From an optimization exercise on the open Yosys and OpenROAD flow, aimed at small area, a short achievable clock period and few clock cycles per item; shortcuts taken in it are not production practice. Function was not checked in any run shown here: the RTL went through the layout flow alone.

==> flow/design.v, too long to show whole: its modules and the start of the top module <==
// module cbspl_booth: 19 lines
// module cbspl_axis: 1748 lines
// module cubic_bspline_point_eval: 121 lines
module cubic_bspline_point_eval
#(
    parameter int SAMPLES_PER_SEGMENT = 100,
    parameter int COORD_BITS          = 16
) (
    input  wire                          i_clk,
    input  wire                          i_rst_n,
    input  wire                          i_valid,
    output logic                         o_stall,
    input  wire                          i_opcode,
    input  wire signed [COORD_BITS-1:0]  i_point_x,
    input  wire signed [COORD_BITS-1:0]  i_point_y,
    input  wire signed [COORD_BITS-1:0]  i_point_z,
    input  wire        [cbspl_pkg::SI_BITS-1:0] i_sample_index,
    output logic                         o_valid,
    input  wire                          i_stall,
    output logic signed [COORD_BITS-1:0] o_curve_x,
    output logic signed [COORD_BITS-1:0] o_curve_y,
    output logic signed [COORD_BITS-1:0] o_curve_z,
    output logic                         o_not_ready
);
  // ...
==> flow/run.sh <==
#!/bin/bash
# synth_recipe.tcl (not shown) runs the flow's synth.tcl, then flattens the netlist and writes it again
# the make line also repeats each setting of config.mk as NAME=value (left out here)
make -C /OpenROAD-flow-scripts/flow DESIGN_CONFIG=/design/flow/config.mk WORK_HOME=/design/flow/orfs CLKGATE_MAP_FILE= SYNTH_SCRIPT=/design/flow/synth_recipe.tcl finish
==> flow/config.mk <==
export PLATFORM = sky130hd
export DESIGN_NAME = cubic_bspline_point_eval
export DESIGN_NICKNAME = cubic_bspline_point_eval
export VERILOG_FILES = /design/flow/design.v
export SDC_FILE = /design/flow/constraint.sdc
export NUM_CORES = 4
export LEC_CHECK = 0
export CAP_MARGIN = 20
export CORE_MARGIN = 2
export CORE_UTILIZATION = 40
export SLEW_MARGIN = 20
==> flow/constraint.sdc <==
create_clock -name core_clock -period 9.5 [get_ports {i_clk}]
set_input_delay 1.9000 -clock core_clock [delete_from_list [all_inputs] [get_ports {i_clk}]]
set_output_delay 1.9000 -clock core_clock [all_outputs]
set_load 0.01 [all_outputs]
==> metrics.md, run 1 <==
| Metric | Value |
|---|---|
| Status | `timing/DRC/antenna clean` |
| DRT Pass-1 Iters | `8` |
| WL per Instance | `around 18 µm` |
| Xor/xnor share of the synthesized area | `0.08416` |
| CTS tree | `built` |
| Inserted Clock Buffers | `157` |
| Synth top area share | `0.2440` |
| Crit Path Category | `register to register` |
| Clock buffer count | `between 150 and 200` |
| FF-to-FF path depth | `24` |
| First-pass GRT wire length | `roughly 580 mm` |
| Most frequent cells in the layout | `inv_1, fa_1, ha_1` |
| Ys flop type | `edfxtp_1` |
| Final WS setup | `1.870 ns` |
| # IOs | `111` |
| Drt total wl | `363.3 mm` |
| Cell variety after synth | `103` |
| Dpl hpwl | `roughly 300 mm` |
| Non-Filler Cell Area, Final | `0.1613 mm²` |
| Multi-input gate area | `roughly 0.10 mm²` |
| Std-Cell Rows | `around 220` |
| GRT Util Overall | `0.1925` |
| Post-synth EDFFs | `1,216` |
| Buffers plus inverters on the worst setup path | `5` |
| Mapped Avg Cell Area | `10.02 µm²` |
| Non-Clock Buffer Count | `205` |
| Worst path arrival time | `around 8.2 ns` |
| Seq. cell area | `0.03672 mm²` |
| Area grow syn2layout | `7.771%` |
| Top-count cell post-synth | `inv_1` |
| Clk root buf | `clkbuf_16` |
| Final min period | `7.630 ns` |
| Fin Setup TNS | `0 ns` |
| HP Start | `g_ax[1].u_axis.r_x[19]` |
| Max Fanout on Critical Path | `70` |
==> module cubic_bspline_point_eval, before the edit <==
module cubic_bspline_point_eval
#(
    parameter int SAMPLES_PER_SEGMENT = 100,
    parameter int COORD_BITS          = 16
) (
    input  wire                          i_clk,
    input  wire                          i_rst_n,
    input  wire                          i_valid,
    output logic                         o_stall,
    input  wire                          i_opcode,
    input  wire signed [COORD_BITS-1:0]  i_point_x,
    input  wire signed [COORD_BITS-1:0]  i_point_y,
    input  wire signed [COORD_BITS-1:0]  i_point_z,
    input  wire        [cbspl_pkg::SI_BITS-1:0] i_sample_index,
    output logic                         o_valid,
    input  wire                          i_stall,
    output logic signed [COORD_BITS-1:0] o_curve_x,
    output logic signed [COORD_BITS-1:0] o_curve_y,
    output logic signed [COORD_BITS-1:0] o_curve_z,
    output logic                         o_not_ready
);
    localparam int NST = 5;      
    logic        r_sk;           
    logic [6:0]  r_sk_j;
    logic        r_ov;
    logic        adv, accept, push_acc, eval_acc;
    logic [6:0]  jcl;
    assign o_stall  = r_sk;
    assign o_valid  = r_ov;
    assign accept   = i_valid && !r_sk;
    assign push_acc = accept && (i_opcode == cbspl_pkg::OP_PUSH);
    assign eval_acc = accept && (i_opcode == cbspl_pkg::OP_EVAL);
    assign adv      = !(r_ov && i_stall);
    assign jcl      = (i_sample_index > 7'(cbspl_pkg::D_LAST)) ? 7'(cbspl_pkg::D_LAST) : i_sample_index;
    always_ff @(posedge i_clk) begin
        if (!i_rst_n) begin
            r_sk <= 1'b0;
        end else if (adv) begin
            r_sk <= 1'b0;
        end else if (eval_acc) begin
            r_sk <= 1'b1;
        end
    end
    always_ff @(posedge i_clk) begin
        if (!adv && eval_acc) begin
            r_sk_j <= jcl;
        end
    end
    logic [47:0] r_win [4];
    logic [2:0]  r_held;
    always_ff @(posedge i_clk) begin
        if (push_acc) begin
            r_win[0] <= r_win[1];
            r_win[1] <= r_win[2];
            r_win[2] <= r_win[3];
            r_win[3] <= {i_point_x, i_point_y, i_point_z};
        end
    end
    always_ff @(posedge i_clk) begin
        if (!i_rst_n) begin
            r_held <= '0;
        end else if (push_acc && !r_held[2]) begin
            r_held <= r_held + 1'b1;
        end
    end
    logic [NST:1] r_v, r_nr;
    logic [6:0]   r_j1, r_j2, r_j3;
    always_ff @(posedge i_clk) begin
        if (!i_rst_n) begin
            r_v  <= '0;
            r_ov <= 1'b0;
        end else if (adv) begin
            r_v  <= {r_v[NST-1:1], eval_acc || r_sk};
            r_ov <= r_v[NST];
        end
    end
    always_ff @(posedge i_clk) begin
        if (adv) begin
            r_nr <= {r_nr[NST-1:1], !r_held[2]};
            r_j1 <= r_sk ? r_sk_j : jcl;
            r_j2 <= r_j1;
            r_j3 <= r_j2;
        end
    end
    logic [3:0] j1_one, j1_two, j1_neg;
    logic [3:0] j2_one, j2_two, j2_neg;
    logic [3:0] j3_one, j3_two, j3_neg;
    cbspl_booth u_b1 (.i_j(r_j1), .o_one(j1_one), .o_two(j1_two), .o_neg(j1_neg));
    cbspl_booth u_b2 (.i_j(r_j2), .o_one(j2_one), .o_two(j2_two), .o_neg(j2_neg));
    cbspl_booth u_b3 (.i_j(r_j3), .o_one(j3_one), .o_two(j3_two), .o_neg(j3_neg));
    logic [15:0] u [3];
    logic [15:0] r_curve [3];
    genvar a;
    generate
        for (a = 0; a < 3; a++) begin : g_ax
            cbspl_axis u_axis (
                .i_clk    (i_clk),
                .i_adv    (adv),
                .i_c0     (r_win[0][47-16*a -: 16]),
                .i_c1     (r_win[1][47-16*a -: 16]),
                .i_c2     (r_win[2][47-16*a -: 16]),
                .i_c3     (r_win[3][47-16*a -: 16]),
                .i_j1_one (j1_one), .i_j1_two (j1_two), .i_j1_neg (j1_neg),
                .i_j2_one (j2_one), .i_j2_two (j2_two), .i_j2_neg (j2_neg),
                .i_j3_one (j3_one), .i_j3_two (j3_two), .i_j3_neg (j3_neg),
                .o_u      (u[a])
            );
        end
    endgenerate
    always_ff @(posedge i_clk) begin
        if (adv) begin
            for (int k = 0; k < 3; k++) begin
                r_curve[k] <= r_nr[NST] ? 16'd0 : (u[k] ^ 16'h8000);
            end
            o_not_ready <= r_nr[NST];
        end
    end
    assign o_curve_x = r_curve[0];
    assign o_curve_y = r_curve[1];
    assign o_curve_z = r_curve[2];
endmodule
==> inputs of run 2 (changes only) <==
--- a/flow/design.v
+++ b/flow/design.v
@@ -1800,32 +1800,18 @@
     output logic                         o_not_ready
 );
     localparam int NST = 5;      
-    logic        r_sk;           
-    logic [6:0]  r_sk_j;
-    logic        r_ov;
     logic        adv, accept, push_acc, eval_acc;
     logic [6:0]  jcl;
-    assign o_stall  = r_sk;
+    logic        r_ov, r_q1v;        
+    logic [48:0] r_q0, r_q1;         
+    logic [48:0] pout;
+    assign adv      = !r_q1v;
+    assign o_stall  = r_q1v;
     assign o_valid  = r_ov;
-    assign accept   = i_valid && !r_sk;
+    assign accept   = i_valid && adv;
     assign push_acc = accept && (i_opcode == cbspl_pkg::OP_PUSH);
     assign eval_acc = accept && (i_opcode == cbspl_pkg::OP_EVAL);
-    assign adv      = !(r_ov && i_stall);
     assign jcl      = (i_sample_index > 7'(cbspl_pkg::D_LAST)) ? 7'(cbspl_pkg::D_LAST) : i_sample_index;
-    always_ff @(posedge i_clk) begin
-        if (!i_rst_n) begin
-            r_sk <= 1'b0;
-        end else if (adv) begin
-            r_sk <= 1'b0;
-        end else if (eval_acc) begin
-            r_sk <= 1'b1;
-        end
-    end
-    always_ff @(posedge i_clk) begin
-        if (!adv && eval_acc) begin
-            r_sk_j <= jcl;
-        end
-    end
     logic [47:0] r_win [4];
     logic [2:0]  r_held;
     always_ff @(posedge i_clk) begin
@@ -1844,32 +1830,32 @@
         end
     end
     logic [NST:1] r_v, r_nr;
-    logic [6:0]   r_j1, r_j2, r_j3;
+    logic [3:0]   d0_one, d0_two, d0_neg;
+    logic [3:0]   r_one [1:3];
+    logic [3:0]   r_two [1:3];
+    logic [3:0]   r_neg [1:3];
     always_ff @(posedge i_clk) begin
         if (!i_rst_n) begin
-            r_v  <= '0;
-            r_ov <= 1'b0;
+            r_v <= '0;
         end else if (adv) begin
-            r_v  <= {r_v[NST-1:1], eval_acc || r_sk};
-            r_ov <= r_v[NST];
+            r_v <= {r_v[NST-1:1], eval_acc};
         end
     end
+    cbspl_booth u_b0 (.i_j(jcl), .o_one(d0_one), .o_two(d0_two), .o_neg(d0_neg));
     always_ff @(posedge i_clk) begin
         if (adv) begin
-            r_nr <= {r_nr[NST-1:1], !r_held[2]};
-            r_j1 <= r_sk ? r_sk_j : jcl;
-            r_j2 <= r_j1;
-            r_j3 <= r_j2;
+            r_nr     <= {r_nr[NST-1:1], !r_held[2]};
+            r_one[1] <= d0_one;
+            r_two[1] <= d0_two;
+            r_neg[1] <= d0_neg;
+            for (int k = 2; k <= 3; k++) begin
+                r_one[k] <= r_one[k-1];
+                r_two[k] <= r_two[k-1];
+                r_neg[k] <= r_neg[k-1];
+            end
         end
     end
-    logic [3:0] j1_one, j1_two, j1_neg;
-    logic [3:0] j2_one, j2_two, j2_neg;
-    logic [3:0] j3_one, j3_two, j3_neg;
-    cbspl_booth u_b1 (.i_j(r_j1), .o_one(j1_one), .o_two(j1_two), .o_neg(j1_neg));
-    cbspl_booth u_b2 (.i_j(r_j2), .o_one(j2_one), .o_two(j2_two), .o_neg(j2_neg));
-    cbspl_booth u_b3 (.i_j(r_j3), .o_one(j3_one), .o_two(j3_two), .o_neg(j3_neg));
     logic [15:0] u [3];
-    logic [15:0] r_curve [3];
     genvar a;
     generate
         for (a = 0; a < 3; a++) begin : g_ax
@@ -1880,23 +1866,39 @@
                 .i_c1     (r_win[1][47-16*a -: 16]),
                 .i_c2     (r_win[2][47-16*a -: 16]),
                 .i_c3     (r_win[3][47-16*a -: 16]),
-                .i_j1_one (j1_one), .i_j1_two (j1_two), .i_j1_neg (j1_neg),
-                .i_j2_one (j2_one), .i_j2_two (j2_two), .i_j2_neg (j2_neg),
-                .i_j3_one (j3_one), .i_j3_two (j3_two), .i_j3_neg (j3_neg),
+                .i_j1_one (r_one[1]), .i_j1_two (r_two[1]), .i_j1_neg (r_neg[1]),
+                .i_j2_one (r_one[2]), .i_j2_two (r_two[2]), .i_j2_neg (r_neg[2]),
+                .i_j3_one (r_one[3]), .i_j3_two (r_two[3]), .i_j3_neg (r_neg[3]),
                 .o_u      (u[a])
             );
         end
     endgenerate
+    assign pout = r_nr[NST] ? {1'b1, 48'd0}
+                            : {1'b0, u[0] ^ 16'h8000, u[1] ^ 16'h8000, u[2] ^ 16'h8000};
+    logic q0_free;
+    assign q0_free = !r_ov || !i_stall;
     always_ff @(posedge i_clk) begin
-        if (adv) begin
-            for (int k = 0; k < 3; k++) begin
-                r_curve[k] <= r_nr[NST] ? 16'd0 : (u[k] ^ 16'h8000);
+        if (!i_rst_n) begin
+            r_ov  <= 1'b0;
+            r_q1v <= 1'b0;
+        end else begin
+            if (q0_free) begin
+                r_ov <= r_q1v || r_v[NST];
             end
-            o_not_ready <= r_nr[NST];
+            r_q1v <= r_q1v ? !q0_free : (!q0_free && r_v[NST]);
+        end
+    end
+    always_ff @(posedge i_clk) begin
+        if (q0_free) begin
+            r_q0 <= r_q1v ? r_q1 : pout;
+        end
+        if (!r_q1v) begin
+            r_q1 <= pout;
         end
     end
-    assign o_curve_x = r_curve[0];
-    assign o_curve_y = r_curve[1];
-    assign o_curve_z = r_curve[2];
+    assign o_not_ready = r_q0[48];
+    assign o_curve_x   = r_q0[47:32];
+    assign o_curve_y   = r_q0[31:16];
+    assign o_curve_z   = r_q0[15:0];
 endmodule
 `default_nettype wire
--- a/flow/config.mk
+++ b/flow/config.mk
@@ -8,4 +8,5 @@
 export CAP_MARGIN = 20
 export CORE_MARGIN = 2
 export CORE_UTILIZATION = 40
+export SETUP_SLACK_MARGIN = 4
 export SLEW_MARGIN = 20
==> run 2 against run 1 <==
- sequential share of layout area fell by 0.21 points
- fmax rose by 33%
- largest cell class unchanged
- critical path type unchanged
- non-clock buffer count rose by 486
- design area rose by 4.1%
- still clean
- hold slack improved by 0.0081 ns
- via count rose by 0.22%
- worst setup slack improved by 1.9 ns
- count of clock-buffer cells in the layout rose by 5
==> metrics.md, run 2 <==
| Metric | Value |
|---|---|
| Status | `timing/DRC/antenna clean (unchanged)` |
| Fraction of layout cells with a size suffix above 1 | `0.1115 (was 0.03019)` |
| Mapped Avg Cell Area | `10.50 µm² (was 10.02 µm²)` |
| Seq/Total Area, Yosys | `0.2575 (was 0.2454)` |
| Final hold viol count | `0 (unchanged)` |
| Later-pin clock latency in the skew report | `0.88 ns (about the same)` |
| Fmax | `174.2 MHz (was 131.1 MHz)` |
| WL per Instance | `19.37 µm (was 18.31 µm)` |
| R2r setup slk | `3.76 ns (was 1.87 ns)` |
| H-tree level count | `4 (unchanged)` |
| Residual DRC count | `0 (unchanged)` |
| Via/cell ratio | `5.181 (was 5.009)` |
| Cell variety after synth | `99 (was 103)` |
| Post-synth EDFFs | `1,221 (was 1,216)` |
| Yosys reg bits | `1,280 (was 1,226)` |
| DRT Pass-1 Iters | `6 (was 8)` |
| DR vias | `99,620 (was 99,400)` |
| Post-synth top cells | `inv_1, fa_1, ha_1, edfxtp_1, xnor2_1 (unchanged)` |
| Most common cell after layout, fill and taps aside | `inv_1 (unchanged)` |
| FILL cells | `33,610 (was 35,750)` |
| Inserted Clock Buffers | `167 (was 157)` |
| Post-DRT Antenna Nets | `0 (unchanged)` |
| Std-Cell Rows | `222 (was 224)` |
| Hold-fix buffers, CTS | `0 (unchanged)` |
| Net count, final | `17,680 (was 18,160)` |
| Worst setup EP type | `register (unchanged)` |
| FF-to-FF path depth | `24 (unchanged)` |
| Largest family of logic cells by synthesized area | `adder cells (unchanged)` |
| Synth top area share | `0.2495 (was 0.2440)` |
| Number of port buffers | `110 (unchanged)` |
| Worst path arrival time | `6.47 ns (was 8.22 ns)` |
| # IOs | `111 (unchanged)` |
| Initial antenna violation count | `9 (was 7)` |
| Die footprint | `0.3723 mm² (was 0.3790 mm²)` |
| Max Fanout on Critical Path | `5 (was 70)` |
| RSZ-0062 raised after global routing | `yes (was no)` |
| DRT iter0 DRCs | `7,776 (was 6,347)` |
| Placed insts | `18,420 (was 19,560)` |
| Dpl hpwl | `270.4 mm (was 295.9 mm)` |
| Period Utilization, post-route | `0.6043 (was 0.8031)` |
| Top cells by area, synth | `edfxtp_1, fa_1, ha_1, inv_1, xnor2_1 (unchanged)` |
| Worst Hold Class | `register to register (unchanged)` |
| GRT Util Overall | `0.1961 (was 0.1925)` |
| Seq. cell area | `0.03785 mm² (was 0.03672 mm²)` |
| Xor/xnor share of the synthesized area | `0.08964 (was 0.08416)` |
| Net count after synthesis | `17,400 (was 18,350)` |
| Area grow syn2layout | `14.18% (was 7.771%)` |
| GRT overflow | `0 (unchanged)` |
| Top flop regs | `r_win: 192 flops, g_ax.u_axis.r_h: 117 flops, g_ax.u_axis.r_x: 114 flops (unchanged)` |
| Fin. max-slew vios | `0 (unchanged)` |
| Global placement routability congestion | `0.8805 (was 0.8873)` |
| Simple logic cell fraction of the synthesized area | `0.05462 (was 0.08473)` |
| First-pass GRT wire length | `580.8 mm (was 579.2 mm)` |
| Post-layout util | `0.4587 (was 0.4330)` |
| Clk buf depth | `4 (unchanged)` |
| Die Y | `610.2 µm (was 615.6 µm)` |
| Largest net degree at the start of global routing | `171 (was 141)` |
| Endpoints failing setup | `0 (unchanged)` |
| Post-Synth Adder-Cell Area | `0.3759 (was 0.3697)` |
| Non-filler cells, final | `19,230 (was 19,840)` |
| Worst EP required | `10.23 ns (was 10.09 ns)` |
| CTS tree | `built (unchanged)` |
| Vias in the first global route | `100,700 (was 101,100)` |
| Die W | `610.2 µm (was 615.6 µm)` |
| Top-count cell post-synth | `inv_1 (unchanged)` |
| TritonCTS Sinks | `1,280 (was 1,226)` |
| Area of the mapped netlist | `0.1470 mm² (was 0.1496 mm²)` |
| CP Launch Type | `register (unchanged)` |
| Clock Skew | `0.04910 ns (was 0.06410 ns)` |
| Final min period | `5.741 ns (was 7.630 ns)` |
| Clk root buf | `clkbuf_16 (unchanged)` |
| Top reg by flops | `r_win (unchanged)` |
| Max_cap viols | `0 (unchanged)` |
| Slew @ Worst Pin | `1.054 ns (was 1.042 ns)` |
| Worst Hold Depth | `0 (unchanged)` |
| Yosys warning total | `11 (was 7)` |
| Core area | `0.3658 mm² (was 0.3725 mm²)` |
| Clk slew on worst S/H paths | `0.06 ns (about the same)` |
| Gate count of the mapped netlist | `13,990 (was 14,940)` |
| Ys flop type | `edfxtp_1 (unchanged)` |
| Multi-input gate area | `0.1003 mm² (was 0.1006 mm²)` |
| Most frequent cells in the layout | `inv_1, fa_1, ha_1 (unchanged)` |
| Max reg flops | `192 (unchanged)` |
| Crit Path Category | `register to register (unchanged)` |
| Slew margin rel. | `0.2972 (was 0.3029)` |
| Drt total wl | `372.6 mm (was 363.3 mm)` |
| Compound-Gate Fraction of Synth Area | `0.1313 (was 0.09534)` |
| Initial core utilization | `0.4018 (about the same)` |
| FFs w/ async S/R, synth | `0 (unchanged)` |
| Yosys top cell by area | `edfxtp_1 (unchanged)` |
| Mux contribution to synthesized area | `0.004521 (was 0.03647)` |
run 2: cell count changes after synthesis, sizes merged, moves of 155 or more:
cell	delta
mux2i	-462
a22o	+155
a21oi	-218
nor2	-555
nand2	-329
a22oi	+693
run 2: layer usage:
layer / track usage / vias to the layer above / routed length, µm
met5: 0 / - / 7
met4: 0.05410 / 2 / 11440
met3: 0.02893 / 499 / 21830
met2: 0.3104 / 2801 / 167600
met1: 0.2795 / 49140 / 171700
li1: - / 47180 / -
run 2: worst paths after layout:
check	startpoint	end
setup / recovery	r_one[1][2]	g_ax[1].u_axis.r_s1[25]
hold / removal	g_ax[0].u_axis.r_x[6]	g_ax[0].u_axis.r_xl[6]
setup reg to reg	r_one[1][2]	g_ax[1].u_axis.r_s1[25]
hold reg to reg	g_ax[0].u_axis.r_x[6]	g_ax[0].u_axis.r_xl[6]
run 2: kinds of logic (layout without fill, tap and decap cells):
group / after synthesis / after routing
compound gates: 2814 / 2814
buf+inv: 3329 / 3739
xor+xnor: 1500 / 1500
other cells: 0 / 5
simple gates: 1659 / 1665
fa+ha+maj: 3346 / 3346
flops: 1280 / 1280
mux: 65 / 65
run 2: timing repair:
item,CTS,global route
setup buffers,229,224
pin swaps,301,382
endpoints found under the hold margin,0,0
endpoints found under the setup margin,282,214
resized for setup,501,487
cloned,38,13
run 2: per-stage QoR:
stage | cell area (µm²) | worst slack [ns] | hold WS, ns | setup TNS (ns)
finish | 167800 | 3.759 | 0.4023 | 0
global route | 167800 | 3.585 | 0.4087 | 0
CTS | 163600 | 3.748 | 0.3963 | 0
detailed placement | 152700 | 2.587 | 0.4045 | 0
global placement | 152700 | 2.627 | 0.4002 | 0
floorplan | 147000 | -6.593 | 0.4003 | -6543.27
run 2: critical path, cell delays in order (launching register included):
cell and delay, ns:
edfxtp_1 0.41, buf_6 0.16, nor2b_4 0.12, buf_6 0.11, buf_12 0.10, buf_12 0.14
buf_12 0.15, buf_6 0.10, a22oi_2 0.06, xnor2_2 0.17, fa_1 0.51, inv_2 0.04
fa_1 0.47, fa_1 0.49, inv_1 0.05, fa_1 0.48, ha_4 0.19, a211o_1 0.33
a2111oi_4 0.28, o32ai_4 0.12, o311a_1 0.37, o21bai_1 0.19, nand3_1 0.15, a211o_1 0.32
nand3_1 0.07
run 2: area by class of cell:
type                    count  share of cell area
clock inverters           107            0.007217
repair buffers            691             0.04568
flip-flops and latches   1280              0.2255
inverters                2744             0.06194
multi-input cells        9390              0.5978
diodes                      5          0.00007456
well taps                4816             0.03591
clock buffers             197             0.02589
==> inputs of run 3 (changes only) <==
--- a/flow/config.mk
+++ b/flow/config.mk
@@ -8,5 +8,5 @@
 export CAP_MARGIN = 20
 export CORE_MARGIN = 2
 export CORE_UTILIZATION = 40
-export SETUP_SLACK_MARGIN = 4
+export SETUP_SLACK_MARGIN = 5
 export SLEW_MARGIN = 20
==> run 3 against run 2 <==
- clock skew down 0.0023 ns
- worst setup slack got worse by 0.089 ns
- global-route usage rose by 1.0 points
- highest routed layer unchanged
- register-to-register slack worse by 0.09 ns
- die area stayed put
- count of clock-buffer cells in the layout unchanged
==> metrics.md, run 3 <==
| Metric | Value |
|---|---|
| Mapped Avg Cell Area | `10.50 µm² (unchanged)` |
| Top flop regs | `r_win: 192 flops, g_ax.u_axis.r_h: 117 flops, g_ax.u_axis.r_x: 114 flops (unchanged)` |
| Vias in the first global route | `105,600 (was 100,700)` |
| Final WS setup | `3.670 ns (was 3.759 ns)` |
| Top-count cell post-synth | `inv_1 (unchanged)` |
| Core area | `0.3658 mm² (unchanged)` |
| Final min period | `5.830 ns (was 5.741 ns)` |
| Net count after synthesis | `17,400 (unchanged)` |
| Crit Path Category | `register to register (unchanged)` |
| Max reg flops | `192 (unchanged)` |
| Post-DRT Antenna Nets | `0 (unchanged)` |
| Crit-path most repeated cell | `a21o_1 (was fa_1)` |
| # IOs | `111 (unchanged)` |
| CP Launch Type | `register (unchanged)` |
| Clock Skew | `0.04680 ns (was 0.04910 ns)` |
| Later-pin clock latency in the skew report | `0.89 ns (was 0.88 ns)` |
| RSZ-0062 raised after global routing | `yes (unchanged)` |
| Clk slew on worst S/H paths | `0.06 ns (about the same)` |
| DRT Pass-1 Iters | `6 (unchanged)` |
| R2r setup slk | `3.67 ns (was 3.76 ns)` |
| Worst path arrival time | `6.43 ns (was 6.47 ns)` |
| Post-synth EDFFs | `1,221 (unchanged)` |
| Levels on crit path | `26 (was 24)` |
| FILL cells | `31,990 (was 33,610)` |
| Most common cell after layout, fill and taps aside | `inv_1 (unchanged)` |
| Slew @ Worst Pin | `1.101 ns (was 1.054 ns)` |
| Hold-fix buffers, CTS | `0 (unchanged)` |
| Met1 Routed Length | `177.0 mm (was 171.7 mm)` |
| FFs w/ async S/R, synth | `0 (unchanged)` |
| Dpl hpwl | `270.4 mm (unchanged)` |
| Max Fanout on Critical Path | `6 (was 5)` |
| Number of port buffers | `110 (unchanged)` |
| Worst EP required | `10.10 ns (was 10.23 ns)` |
| Routed met2 length | `181.1 mm (was 167.6 mm)` |
| Die Y | `610.2 µm (unchanged)` |
| Net count, final | `18,380 (was 17,680)` |
| Yosys top cell by area | `edfxtp_1 (unchanged)` |
| Worst Hold Class | `register to register (unchanged)` |
| Initial antenna violation count | `12 (was 9)` |
| Setup WS pre-CTS | `2.587 ns (unchanged)` |
| Slew margin rel. | `0.2659 (was 0.2972)` |
| Global placement routability congestion | `0.8805 (unchanged)` |
| Via/cell ratio | `5.218 (was 5.181)` |
| Period Utilization, post-route | `0.6136 (was 0.6043)` |
| Worst Hold Depth | `0 (unchanged)` |
| Post-synth top cells | `inv_1, fa_1, ha_1, edfxtp_1, xnor2_1 (unchanged)` |
| Residual DRC count | `0 (unchanged)` |
| Max_cap viols | `0 (unchanged)` |
| Clk buf depth | `4 (unchanged)` |
| H-tree level count | `4 (unchanged)` |
| Fin. max-slew vios | `0 (unchanged)` |
| Most frequent cells in the layout | `inv_1, fa_1, ha_1 (unchanged)` |
| Gate count of the mapped netlist | `13,990 (unchanged)` |
| Area grow syn2layout | `23.03% (was 14.18%)` |
| GRT overflow | `0 (unchanged)` |
| WL per Instance | `19.91 µm (was 19.37 µm)` |
| Top reg by flops | `r_win (unchanged)` |
| Cell variety after synth | `99 (unchanged)` |
| Largest net degree at the start of global routing | `171 (unchanged)` |
| TritonCTS Sinks | `1,280 (unchanged)` |
| Buffers plus inverters on the worst setup path | `7 (was 8)` |
| Top cells by area, synth | `edfxtp_1, fa_1, ha_1, inv_1, xnor2_1 (unchanged)` |
| Final hold viol count | `0 (unchanged)` |
| Top sig layer | `met5 (unchanged)` |
| CTS tree | `built (unchanged)` |
| Initial core utilization | `0.4018 (unchanged)` |
| Fmax | `171.5 MHz (was 174.2 MHz)` |
| Endpoints failing setup | `0 (unchanged)` |
| Status | `timing/DRC/antenna clean (unchanged)` |
| Fraction of layout cells with a size suffix above 1 | `0.2233 (was 0.1115)` |
| Synth top area share | `0.2495 (unchanged)` |
| Die W | `610.2 µm (unchanged)` |
| Yosys reg bits | `1,280 (unchanged)` |
| Worst setup EP type | `register (unchanged)` |
| Multi-input gate area | `0.1067 mm² (was 0.1003 mm²)` |
| DR vias | `104,000 (was 99,620)` |
| Inserted Clock Buffers | `167 (unchanged)` |
| DRT iter0 DRCs | `7,617 (was 7,776)` |
| First-pass GRT wire length | `609.7 mm (was 580.8 mm)` |
| Area of the mapped netlist | `0.1470 mm² (unchanged)` |
| Die footprint | `0.3723 mm² (unchanged)` |
| Yosys warning total | `11 (unchanged)` |
| Seq/Total Area, Yosys | `0.2575 (unchanged)` |
| Met3 WL | `23.00 mm (was 21.83 mm)` |
| Ys flop type | `edfxtp_1 (unchanged)` |
| Clk root buf | `clkbuf_16 (unchanged)` |
| Max incr delay on CP | `0.56 ns (was 0.51 ns)` |
| Drt total wl | `396.9 mm (was 372.6 mm)` |
| Top delay family on crit path | `compound AO/OA/AOI/OAI gates (was adder cells)` |
| CP max-delay cell | `fa_1 (unchanged)` |
| FF-to-FF path depth | `26 (was 24)` |
| Post-layout util | `0.4943 (was 0.4587)` |
| Std-Cell Rows | `222 (unchanged)` |
| Seq. cell area | `0.03785 mm² (unchanged)` |
| GRT Util Overall | `0.2062 (was 0.1961)` |
[run 3: stage by stage]
step / hold slack (ns) / TNS, ns / instance area (µm²) / std cells
finish: 0.3991 / 0 / 180800 / 19930
global route: 0.4085 / 0 / 180800 / 19930
CTS: 0.3963 / 0 / 173600 / 19560
detailed placement: 0.4045 / 0 / 152700 / 18420
global placement: 0.4002 / 0 / 152700 / 18420
floorplan: 0.4003 / -6543.27 / 147000 / 13990
[run 3: metal layers]
metal  global-route usage  vias up
met1               0.2884    51710
met5                    0        -
met3              0.02811      661
met4              0.06623        4
li1                     -    48600
met2               0.3304     3021
[run 3: worst paths after layout]
kind / start / end
hold / removal: g_ax[0].u_axis.r_x[6] / g_ax[0].u_axis.r_xl[6]
hold reg to reg: g_ax[0].u_axis.r_x[6] / g_ax[0].u_axis.r_xl[6]
setup / recovery: r_one[3][0] / g_ax[0].u_axis.r_x[38]
setup reg to reg: r_one[3][0] / g_ax[0].u_axis.r_x[38]
[run 3: cell type report]
cell class | instances | share of cell area
timing repair buffer | 1394 | 0.07832
clock inverter | 107 | 0.006698
clock buffer | 197 | 0.02403
antenna | 3 | 0.00004152
sequential | 1280 | 0.2093
multi-input combinational | 9390 | 0.5903
tap | 4816 | 0.03333
inverter | 2744 | 0.05799
[run 3: cells by family after synthesis]
logic type                 synth area share
AOI/OAI and AO/OA                    0.1313
xor gates and xnor gates            0.08964
adders and majority gates            0.3759
buffers and inverters               0.08656
DFF                                  0.2575
muxes                              0.004521
and+or+nand+nor                     0.05462
[run 3: what timing repair did]
item	in CTS	in global routing
setup buffers	787	361
gates cloned	53	6
setup endpoints to repair	546	500
gates resized for setup	1704	965
pin swaps	1063	887

## separate check: timing with driven ports
The flow's constraints put no driver on any port. The routed layouts listed below were extracted and timed again, unchanged, in two steps. Step 1 sets driving cells, clkbuf_16 on the clock port and buf_2 on the other inputs (assumed; they add their load-dependent delay and slew). Step 2 times the ports against the registers' clock, not the clock port: input delays grow and output delays shrink by t, the midpoint of the rising clock arrivals with the driver on. Three values: ideal, step 1, step 2; two values: the first two.
run	t (ns)	slack for setup (ns)	worst hold slack (ns)	worst setup path at the end
run 1	0.947	1.870 / 1.870 / 1.870	0.394 / 0.394 / 0.394	register to register
run 2	0.970	3.759 / 3.759 / 3.759	0.402 / 0.402 / 0.402	register to register
run 3	0.981	3.670 / 3.670 / 3.670	0.399 / 0.399 / 0.399	register to register
After both steps setup and hold are still met in every run listed.
